From an optimization exercise on the open Yosys and OpenROAD flow, aimed at small area, a short achievable clock period and few clock cycles; shortcuts taken in it are not production practice.
RTL that was checked went through simulation tests only; none was proved equivalent to the original.

==> module sobel_lane, before the edit <==
module sobel_lane (
  input  logic              clk,
  input  logic [9:0]        s0,    
  input  logic [9:0]        s2,    
  input  logic signed [8:0] d0,    
  input  logic signed [8:0] d1,    
  input  logic signed [8:0] d2,    
  output edge_pkg::pixel_t  pix
);
  logic [10:0] dx;
  logic [10:0] dy;
  logic        sx, sy;         
  logic [7:0]  ax, ay;         
  logic        big;            
  logic        sx_q, sy_q, big_q;
  logic [7:0]  ax_q, ay_q;
  logic [9:0]  u;
  assign dx  = {1'b0, s2} - {1'b0, s0};
  assign dy  = {{2{d0[8]}}, d0} + {{2{d2[8]}}, d2} + {d1[8], d1, 1'b0};
  assign sx  = dx[10];
  assign sy  = dy[10];
  assign ax  = dx[7:0] ^ {8{sx}};
  assign ay  = dy[7:0] ^ {8{sy}};
  assign big = (dx[10:8] != {3{sx}}) || (dy[10:8] != {3{sy}});
  always_ff @(posedge clk) begin
    sx_q  <= sx;
    sy_q  <= sy;
    ax_q  <= ax;
    ay_q  <= ay;
    big_q <= big;
  end
  assign u   = {2'b00, ax_q} + {2'b00, ay_q} + {8'd0, sx_q & sy_q, sx_q ^ sy_q};
  assign pix = (big_q || (u[9:8] != 2'd0)) ? 8'hff : u[7:0];
endmodule
==> module acc_control, before the edit <==
module acc_control (
  input  logic            clk,
  input  logic            reset,
  input  logic            start,
  output logic            finish,
  output edge_pkg::addr_t addr,
  output logic            en,
  output logic            we,
  output logic            clear,    
  output logic            push,     
  output logic            vpush     
);
  logic       run;       
  logic       fin;       
  logic [3:0] blk;       
  logic [2:0] ph;        
  logic [3:0] blk_n;     
  logic [2:0] ph_n;
  logic [5:0] addr_q;    
  logic [5:0] base_n;    
  logic       last;      
  logic       go;        
  logic       rd_n, wr_n, vr, rd;
  assign last  = (blk == 4'd9) && (ph == 3'd3);
  assign go    = !run && !fin && start;
  assign ph_n  = (ph == 3'd4) ? 3'd0 : ph + 3'd1;
  assign blk_n = (ph == 3'd4) ? blk + 4'd1 : blk;
  function automatic logic blk_write(input logic [3:0] b);
    blk_write = (b == 4'd2) || (b == 4'd4) || (b == 4'd6) || (b == 4'd8) || (b == 4'd9);
  endfunction
  assign wr_n = blk_write(blk_n);
  assign rd_n = !blk_write(blk_n) && !((blk_n == 4'd7) && (ph_n == 3'd4));
  assign rd   = !blk_write(blk) && !((blk == 4'd7) && (ph == 3'd4));
  assign vr   = ((blk == 4'd7) && (ph == 3'd4)) || ((blk == 4'd8) && (ph != 3'd4));
  always_comb begin
    case (blk_n)
      4'd1:    base_n = 6'd5;
      4'd2:    base_n = 6'd24;
      4'd3:    base_n = 6'd10;
      4'd4:    base_n = 6'd29;
      4'd5:    base_n = 6'd15;
      4'd6:    base_n = 6'd34;
      4'd7:    base_n = 6'd20;
      4'd8:    base_n = 6'd39;
      4'd9:    base_n = 6'd44;
      default: base_n = 6'd0;
    endcase
  end
  assign addr  = {10'd0, addr_q};
  assign clear = !run && !fin;
  always_ff @(posedge clk or posedge reset) begin
    if (reset) begin
      run    <= 1'b0;
      fin    <= 1'b0;
      en     <= 1'b0;
      finish <= 1'b0;
    end else begin
      run    <= go || (run && !last);
      fin    <= (run && last) || (fin && start);
      finish <= (run && last) || (finish && start);
      en     <= go || (run && !last && (rd_n || wr_n));
    end
  end
  always_ff @(posedge clk) begin
    push  <= run && (rd || vr);
    vpush <= vr;
    we    <= wr_n;
    if (!run) begin
      blk    <= 4'd0;
      ph     <= 3'd0;
      addr_q <= 6'd0;
    end else begin
      blk    <= blk_n;
      ph     <= ph_n;
      addr_q <= base_n + {3'd0, ph_n};
    end
  end
endmodule
Settings: LEC_CHECK=0, CAP_MARGIN=20, CORE_MARGIN=2, CORE_UTILIZATION=55, CTS_CLUSTER_DIAMETER=100, CTS_CLUSTER_SIZE=30, SLEW_MARGIN=20, BUFFER_PORTS_ARGS=-buffer_cell sky130_fd_sc_hd__buf_2; clock period 11.0 ns.
standard.sh (not shown) runs the stock make flow with config.mk's settings and CLKGATE_MAP_FILE= SYNTH_SCRIPT=/design/flow/synth_recipe.tcl, a recipe that flattens the netlist after the stock synthesis.
==> flow/flow/run.sh <==
#!/bin/bash
cp standard.sh standard_sh.copy.log
cat flow/extra.mk >> config.mk
bash standard.sh > standard.log 2>&1
==> flow/flow/extra.mk <==
export BUFFER_PORTS_ARGS = -buffer_cell sky130_fd_sc_hd__buf_2
The baseline produced a clean layout.
Edit:
--- a/flow/design.v
+++ b/flow/design.v
@@ -24,13 +24,14 @@
   logic [10:0] dy;
   logic        sx, sy;         
   logic [7:0]  ax, ay;         
   logic        big;            
   logic        sx_q, sy_q, big_q;
   logic [7:0]  ax_q, ay_q;
-  logic [9:0]  u;
+  logic [8:0]  t;
+  logic [8:0]  u;
   assign dx  = {1'b0, s2} - {1'b0, s0};
   assign dy  = {{2{d0[8]}}, d0} + {{2{d2[8]}}, d2} + {d1[8], d1, 1'b0};
   assign sx  = dx[10];
   assign sy  = dy[10];
   assign ax  = dx[7:0] ^ {8{sx}};
   assign ay  = dy[7:0] ^ {8{sy}};
@@ -39,14 +40,15 @@
     sx_q  <= sx;
     sy_q  <= sy;
     ax_q  <= ax;
     ay_q  <= ay;
     big_q <= big;
   end
-  assign u   = {2'b00, ax_q} + {2'b00, ay_q} + {8'd0, sx_q & sy_q, sx_q ^ sy_q};
-  assign pix = (big_q || (u[9:8] != 2'd0)) ? 8'hff : u[7:0];
+  assign t   = {1'b0, ax_q} + {1'b0, ay_q} + {8'd0, sx_q};
+  assign u   = {1'b0, t[7:0]} + {8'd0, sy_q};
+  assign pix = (big_q || t[8] || u[8]) ? 8'hff : u[7:0];
 endmodule
 `timescale 1ns/1ps
 module line_buffer (
   input  logic                 clk,
   input  logic                 clear,    
   input  logic                 push,     
@@ -104,24 +106,24 @@
   output logic            we,
   output logic            clear,    
   output logic            push,     
   output logic            vpush     
 );
   logic       run;       
-  logic       fin;       
+  logic       busy;      
   logic [3:0] blk;       
   logic [2:0] ph;        
   logic [3:0] blk_n;     
   logic [2:0] ph_n;
   logic [5:0] addr_q;    
   logic [5:0] base_n;    
   logic       last;      
   logic       go;        
   logic       rd_n, wr_n, vr, rd;
   assign last  = (blk == 4'd9) && (ph == 3'd3);
-  assign go    = !run && !fin && start;
+  assign go    = !busy && start;
   assign ph_n  = (ph == 3'd4) ? 3'd0 : ph + 3'd1;
   assign blk_n = (ph == 3'd4) ? blk + 4'd1 : blk;
   function automatic logic blk_write(input logic [3:0] b);
     blk_write = (b == 4'd2) || (b == 4'd4) || (b == 4'd6) || (b == 4'd8) || (b == 4'd9);
   endfunction
   assign wr_n = blk_write(blk_n);
@@ -140,23 +142,23 @@
       4'd8:    base_n = 6'd39;
       4'd9:    base_n = 6'd44;
       default: base_n = 6'd0;
     endcase
   end
   assign addr  = {10'd0, addr_q};
-  assign clear = !run && !fin;
+  assign clear = !busy;
   always_ff @(posedge clk or posedge reset) begin
     if (reset) begin
       run    <= 1'b0;
-      fin    <= 1'b0;
+      busy   <= 1'b0;
       en     <= 1'b0;
       finish <= 1'b0;
     end else begin
       run    <= go || (run && !last);
-      fin    <= (run && last) || (fin && start);
-      finish <= (run && last) || (finish && start);
+      busy   <= start || run;
+      finish <= (run && last) || (busy && !run && start);
       en     <= go || (run && !last && (rd_n || wr_n));
     end
   end
   always_ff @(posedge clk) begin
     push  <= run && (rd || vr);
     vpush <= vr;
The changed run produced a clean layout. Via count drops by 1.8%. Clock-buffer cell count does not change. Wire length drops by 5.0%. Global-route usage drops by 0.40 points. Worst setup slack gains 0.069 ns. Final area hardly moves.
Function was not checked in any run of this note: the RTL went through the layout flow alone.

========
Setup of exp/raven:
The RTL this note starts from:
==> flow/design.v <==
package edge_pkg;
  localparam int LINE_LENGTH    = 16;                           
  localparam int LINE_COUNT     = 6;                            
  localparam int PIX_PER_WORD   = 4;                            
  localparam int WORDS_PER_LINE = LINE_LENGTH / PIX_PER_WORD;   
  typedef logic [7:0]  pixel_t;   
  typedef logic [31:0] word_t;    
  typedef logic [15:0] addr_t;    
  localparam int SRC_BASE = 0;                                  
  localparam int DST_BASE = WORDS_PER_LINE * LINE_COUNT;        
  localparam int LAST_STEP = 49;
endpackage
`timescale 1ns/1ps
module sobel_lane (
  input  logic              clk,
  input  logic [9:0]        s0,    
  input  logic [9:0]        s2,    
  input  logic signed [8:0] d0,    
  input  logic signed [8:0] d1,    
  input  logic signed [8:0] d2,    
  output edge_pkg::pixel_t  pix
);
  logic [10:0] dx;
  logic [10:0] dy;
  logic        sx, sy;         
  logic [7:0]  ax, ay;         
  logic        big;            
  logic        sx_q, sy_q, big_q;
  logic [7:0]  ax_q, ay_q;
  logic [8:0]  t;
  logic [8:0]  u;
  assign dx  = {1'b0, s2} - {1'b0, s0};
  assign dy  = {{2{d0[8]}}, d0} + {{2{d2[8]}}, d2} + {d1[8], d1, 1'b0};
  assign sx  = dx[10];
  assign sy  = dy[10];
  assign ax  = dx[7:0] ^ {8{sx}};
  assign ay  = dy[7:0] ^ {8{sy}};
  assign big = (dx[10:8] != {3{sx}}) || (dy[10:8] != {3{sy}});
  always_ff @(posedge clk) begin
    sx_q  <= sx;
    sy_q  <= sy;
    ax_q  <= ax;
    ay_q  <= ay;
    big_q <= big;
  end
  assign t   = {1'b0, ax_q} + {1'b0, ay_q} + {8'd0, sx_q};
  assign u   = {1'b0, t[7:0]} + {8'd0, sy_q};
  assign pix = (big_q || t[8] || u[8]) ? 8'hff : u[7:0];
endmodule
`timescale 1ns/1ps
module line_buffer (
  input  logic                 clk,
  input  logic                 clear,    
  input  logic                 push,     
  input  logic                 vpush,    
  input  edge_pkg::word_t      data_r,
  output logic                 lclamp,   
  output logic                 rclamp,   
  output logic [4:1][7:0]      top,      
  output logic [4:1][7:0]      mid,
  output logic [4:1][7:0]      bot
);
  edge_pkg::word_t q [9];
  logic [31:8]     q9;
  logic [1:0]      widx;     
  logic            row0;     
  always_ff @(posedge clk) begin
    if (clear) begin
      widx   <= 2'd0;
      row0   <= 1'b1;
      lclamp <= 1'b0;
      rclamp <= 1'b0;
    end else if (push) begin
      widx   <= widx + 2'd1;
      lclamp <= (widx == 2'd1);
      rclamp <= (widx == 2'd0);
      if (widx == 2'd3) row0 <= 1'b0;
    end
  end
  always_ff @(posedge clk) begin
    if (push) begin
      q[0] <= vpush ? q[3] : data_r;
      q[1] <= q[0];
      q[2] <= q[1];
      q[3] <= q[2];
      q[4] <= row0 ? data_r : q[3];
      q[5] <= q[4];
      q[6] <= q[5];
      q[7] <= q[6];
      q[8] <= q[7];
      q9   <= q[8][31:8];
    end
  end
  assign bot = {q[0][7:0], q[1][31:8]};
  assign mid = {q[4][7:0], q[5][31:8]};
  assign top = {q[8][7:0], q9};
endmodule
`timescale 1ns/1ps
module acc_control (
  input  logic            clk,
  input  logic            reset,
  input  logic            start,
  output logic            finish,
  output edge_pkg::addr_t addr,
  output logic            en,
  output logic            we,
  output logic            clear,    
  output logic            push,     
  output logic            vpush     
);
  logic       run;       
  logic       fin;       
  logic [3:0] blk;       
  logic [2:0] ph;        
  logic [3:0] blk_n;     
  logic [2:0] ph_n;
  logic [5:0] addr_q;    
  logic [5:0] base_n;    
  logic       last;      
  logic       go;        
  logic       rd_n, wr_n, vr, rd;
  assign last  = (blk == 4'd9) && (ph == 3'd3);
  assign go    = !run && !fin && start;
  assign ph_n  = (ph == 3'd4) ? 3'd0 : ph + 3'd1;
  assign blk_n = (ph == 3'd4) ? blk + 4'd1 : blk;
  function automatic logic blk_write(input logic [3:0] b);
    blk_write = (b == 4'd2) || (b == 4'd4) || (b == 4'd6) || (b == 4'd8) || (b == 4'd9);
  endfunction
  assign wr_n = blk_write(blk_n);
  assign rd_n = !blk_write(blk_n) && !((blk_n == 4'd7) && (ph_n == 3'd4));
  assign rd   = !blk_write(blk) && !((blk == 4'd7) && (ph == 3'd4));
  assign vr   = ((blk == 4'd7) && (ph == 3'd4)) || ((blk == 4'd8) && (ph != 3'd4));
  always_comb begin
    case (blk_n)
      4'd1:    base_n = 6'd5;
      4'd2:    base_n = 6'd24;
      4'd3:    base_n = 6'd10;
      4'd4:    base_n = 6'd29;
      4'd5:    base_n = 6'd15;
      4'd6:    base_n = 6'd34;
      4'd7:    base_n = 6'd20;
      4'd8:    base_n = 6'd39;
      4'd9:    base_n = 6'd44;
      default: base_n = 6'd0;
    endcase
  end
  assign addr  = {10'd0, addr_q};
  assign clear = !run && !fin;
  always_ff @(posedge clk or posedge reset) begin
    if (reset) begin
      run    <= 1'b0;
      fin    <= 1'b0;
      en     <= 1'b0;
      finish <= 1'b0;
    end else begin
      run    <= go || (run && !last);
      fin    <= (run && last) || (fin && start);
      finish <= (run && last) || (finish && start);
      en     <= go || (run && !last && (rd_n || wr_n));
    end
  end
  always_ff @(posedge clk) begin
    push  <= run && (rd || vr);
    vpush <= vr;
    we    <= wr_n;
    if (!run) begin
      blk    <= 4'd0;
      ph     <= 3'd0;
      addr_q <= 6'd0;
    end else begin
      blk    <= blk_n;
      ph     <= ph_n;
      addr_q <= base_n + {3'd0, ph_n};
    end
  end
endmodule
`timescale 1ns/1ps
module edge_acc (
  input  logic            clk,
  input  logic            reset,
  input  logic            start,    
  output logic            finish,   
  output edge_pkg::addr_t addr,
  output logic            en,
  output logic            we,
  output edge_pkg::word_t data_w,
  input  edge_pkg::word_t data_r
);
  logic clear, push, vpush;
  logic lclamp;                   
  logic rclamp;                   
  logic cols_q;                   
  logic [4:1][7:0] top, mid, bot;
  logic [9:0]        s_n [1:4];   
  logic signed [8:0] d_n [1:4];   
  logic [9:0]        s_q [1:4];   
  logic signed [8:0] d_q [1:4];
  logic [9:0]        s_r;         
  logic signed [8:0] d_r;         
  logic [9:0]        s_c;         
  logic signed [8:0] d_c;
  logic [9:0]        s_l;         
  logic signed [8:0] d_l;         
  edge_pkg::pixel_t  lane_pix [4];
  acc_control u_ctrl (
    .clk    (clk),
    .reset  (reset),
    .start  (start),
    .finish (finish),
    .addr   (addr),
    .en     (en),
    .we     (we),
    .clear  (clear),
    .push   (push),
    .vpush  (vpush)
  );
  line_buffer u_lbuf (
    .clk    (clk),
    .clear  (clear),
    .push   (push),
    .vpush  (vpush),
    .data_r (data_r),
    .lclamp (lclamp),
    .rclamp (rclamp),
    .top    (top),
    .mid    (mid),
    .bot    (bot)
  );
  always_comb begin
    for (int c = 1; c < 5; c++) begin
      s_n[c] = {2'b00, top[c]} + {1'b0, mid[c], 1'b0} + {2'b00, bot[c]};
      d_n[c] = {1'b0, top[c]} - {1'b0, bot[c]};
    end
  end
  always_ff @(posedge clk) begin
    for (int c = 1; c < 5; c++) begin
      s_q[c] <= s_n[c];
      d_q[c] <= d_n[c];
    end
    s_r    <= rclamp ? s_n[3] : s_n[4];
    d_r    <= rclamp ? d_n[3] : d_n[4];
    cols_q <= push;
  end
  always_ff @(posedge clk) begin
    if (cols_q) begin
      s_c <= s_q[4];
      d_c <= d_q[4];
      s_l <= lclamp ? s_q[4] : s_q[3];
      d_l <= lclamp ? d_q[4] : d_q[3];
    end
  end
  logic [9:0]        lane_s0 [4];
  logic [9:0]        lane_s2 [4];
  logic signed [8:0] lane_d0 [4];
  logic signed [8:0] lane_d1 [4];
  logic signed [8:0] lane_d2 [4];
  assign lane_s0[0] = s_l;
  assign lane_d0[0] = d_l;
  assign lane_s0[1] = s_c;
  assign lane_d0[1] = d_c;
  assign lane_d1[0] = d_c;
  for (genvar j = 2; j < 4; j++) begin : g_left
    assign lane_s0[j] = s_q[j - 1];
    assign lane_d0[j] = d_q[j - 1];
  end
  for (genvar j = 1; j < 4; j++) begin : g_centre
    assign lane_d1[j] = d_q[j];
  end
  assign lane_s2[3] = s_r;
  assign lane_d2[3] = d_r;
  for (genvar j = 0; j < 3; j++) begin : g_right
    assign lane_s2[j] = s_q[j + 1];
    assign lane_d2[j] = d_q[j + 1];
  end
  for (genvar j = 0; j < 4; j++) begin : g_lane
    sobel_lane u_lane (
      .clk (clk),
      .s0  (lane_s0[j]),
      .s2  (lane_s2[j]),
      .d0  (lane_d0[j]),
      .d1  (lane_d1[j]),
      .d2  (lane_d2[j]),
      .pix (lane_pix[j])
    );
  end
  always_ff @(posedge clk) begin
    for (int j = 0; j < 4; j++) begin
      data_w[8*j +: 8] <= lane_pix[j];   
    end
  end
endmodule
Settings: LEC_CHECK=0, CAP_MARGIN=20, CORE_MARGIN=2, CORE_UTILIZATION=55, CTS_CLUSTER_DIAMETER=100, CTS_CLUSTER_SIZE=30, SLEW_MARGIN=20, BUFFER_PORTS_ARGS=-buffer_cell sky130_fd_sc_hd__buf_2; clock period 11.0 ns.
Scripts as last shown in full above: flow/flow/run.sh, flow/flow/extra.mk
exp/raven has completed all stages; timing, DRC and antenna checks passed.
Testbench counts of exp/raven, summed over its fixed seeds: cycles 9,784.
Setup changes, exp/raven to exp/umber
==> flow/design.v, changed modules only <==
module sobel_lane (
  input  logic              clk,
  input  logic [9:0]        s0,    
  input  logic [9:0]        s2,    
  input  logic signed [8:0] d0,    
  input  logic signed [8:0] d1,    
  input  logic signed [8:0] d2,    
  output edge_pkg::pixel_t  pix
);
  logic [10:0] dx;
  logic [10:0] dy;
  logic        bx, by;         
  logic        sx, sy;         
  logic [7:0]  ax, ay;         
  logic        sx_q, sy_q;
  logic [7:0]  ax_q, ay_q;
  logic [8:0]  t;
  logic [8:0]  u;
  assign dx = {1'b0, s2} - {1'b0, s0};
  assign dy = {{2{d0[8]}}, d0} + {{2{d2[8]}}, d2} + {d1[8], d1, 1'b0};
  assign bx = dx[10:8] != {3{dx[10]}};
  assign by = dy[10:8] != {3{dy[10]}};
  assign sx = dx[10] | bx;
  assign sy = dy[10] | by;
  assign ax = (dx[7:0] ^ {8{dx[10]}}) | {8{bx}};
  assign ay = (dy[7:0] ^ {8{dy[10]}}) | {8{by}};
  always_ff @(posedge clk) begin
    sx_q <= sx;
    sy_q <= sy;
    ax_q <= ax;
    ay_q <= ay;
  end
  assign t   = {1'b0, ax_q} + {1'b0, ay_q} + {8'd0, sx_q};
  assign u   = {1'b0, t[7:0]} + {8'd0, sy_q};
  assign pix = (t[8] || u[8]) ? 8'hff : u[7:0];
endmodule
Results
exp/umber completed every stage of the flow, and the final layout passed the timing, DRC and antenna checks.
Between exp/umber and exp/raven, the difference in count of cell types in the netlist is negligible.
Capture point of the critical path: g_lane[0].u_lane.ay_q[1] -> exp/umber, finish -> exp/raven
Comparing the two runs side by side, exp/umber comes out behind exp/raven on die area.
Per the comparison of exp/umber with exp/raven, simple logic cell fraction of the synthesized area now sits higher, total I/O pin count saw little to no change, critical path depth up 8, buffer and inverter count on the worst path now sits lower, detailed-route wire length per cell went up 0.15 um.
exp/raven reports its slowest cell on the critical path as dfrtp_1 while exp/umber reports fa_1.
Per the comparison of exp/umber with exp/raven, smallest setup slack after layout fell 0.047 ns, wire length reported by the detailed router +1900 um, first-pass GRT wire length shows an increase of about 6.5%, final clock period utilization by the worst path higher, compound-cell area share of the yosys netlist rose 1.1 points.
Higher gate count of the mapped netlist goes to exp/umber over exp/raven.
Function not checked in exp/umber: the RTL went through the layout flow alone.

-- afterwards: timing with drivers on the ports --
The flow's constraints put no driver on any port. The routed layouts listed below were extracted and timed again, unchanged, in two steps.
Step 1 (the two cells are an assumption about what drives the block):
set clk [get_ports {clk}]
set_driving_cell -lib_cell sky130_fd_sc_hd__clkbuf_16 $clk
set_driving_cell -lib_cell sky130_fd_sc_hd__buf_2 [delete_from_list [all_inputs] $clk]
Step 2 adds t to the input delays and takes it off the output delays; t is the mean of the earliest and latest rising clock arrival at the registers after step 1. Input paths then give back, and output paths get back, about the clock's delay inside the block.
Three values: no drivers, after step 1, after step 2; two values: the first two.
| run | shift t [ns] | slack for setup (ns) | worst setup path after step 2 | pins driven straight from the clock port |
|---|---|---|---|---|
| the first run of note 1 | 0.644 | 7.566 / 7.566 / 7.566 | register to register | 1 |
| the second run of note 1 | 0.655 | 7.635 / 7.606 / 7.635 | register to register | 1 |
| exp/raven | 0.647 | 7.693 / 7.633 / 7.791 | register to register | 1 |
| exp/umber | 0.635 | 7.647 / 7.630 / 7.647 | register to register | 1 |
After both steps every run listed still meets setup and hold.
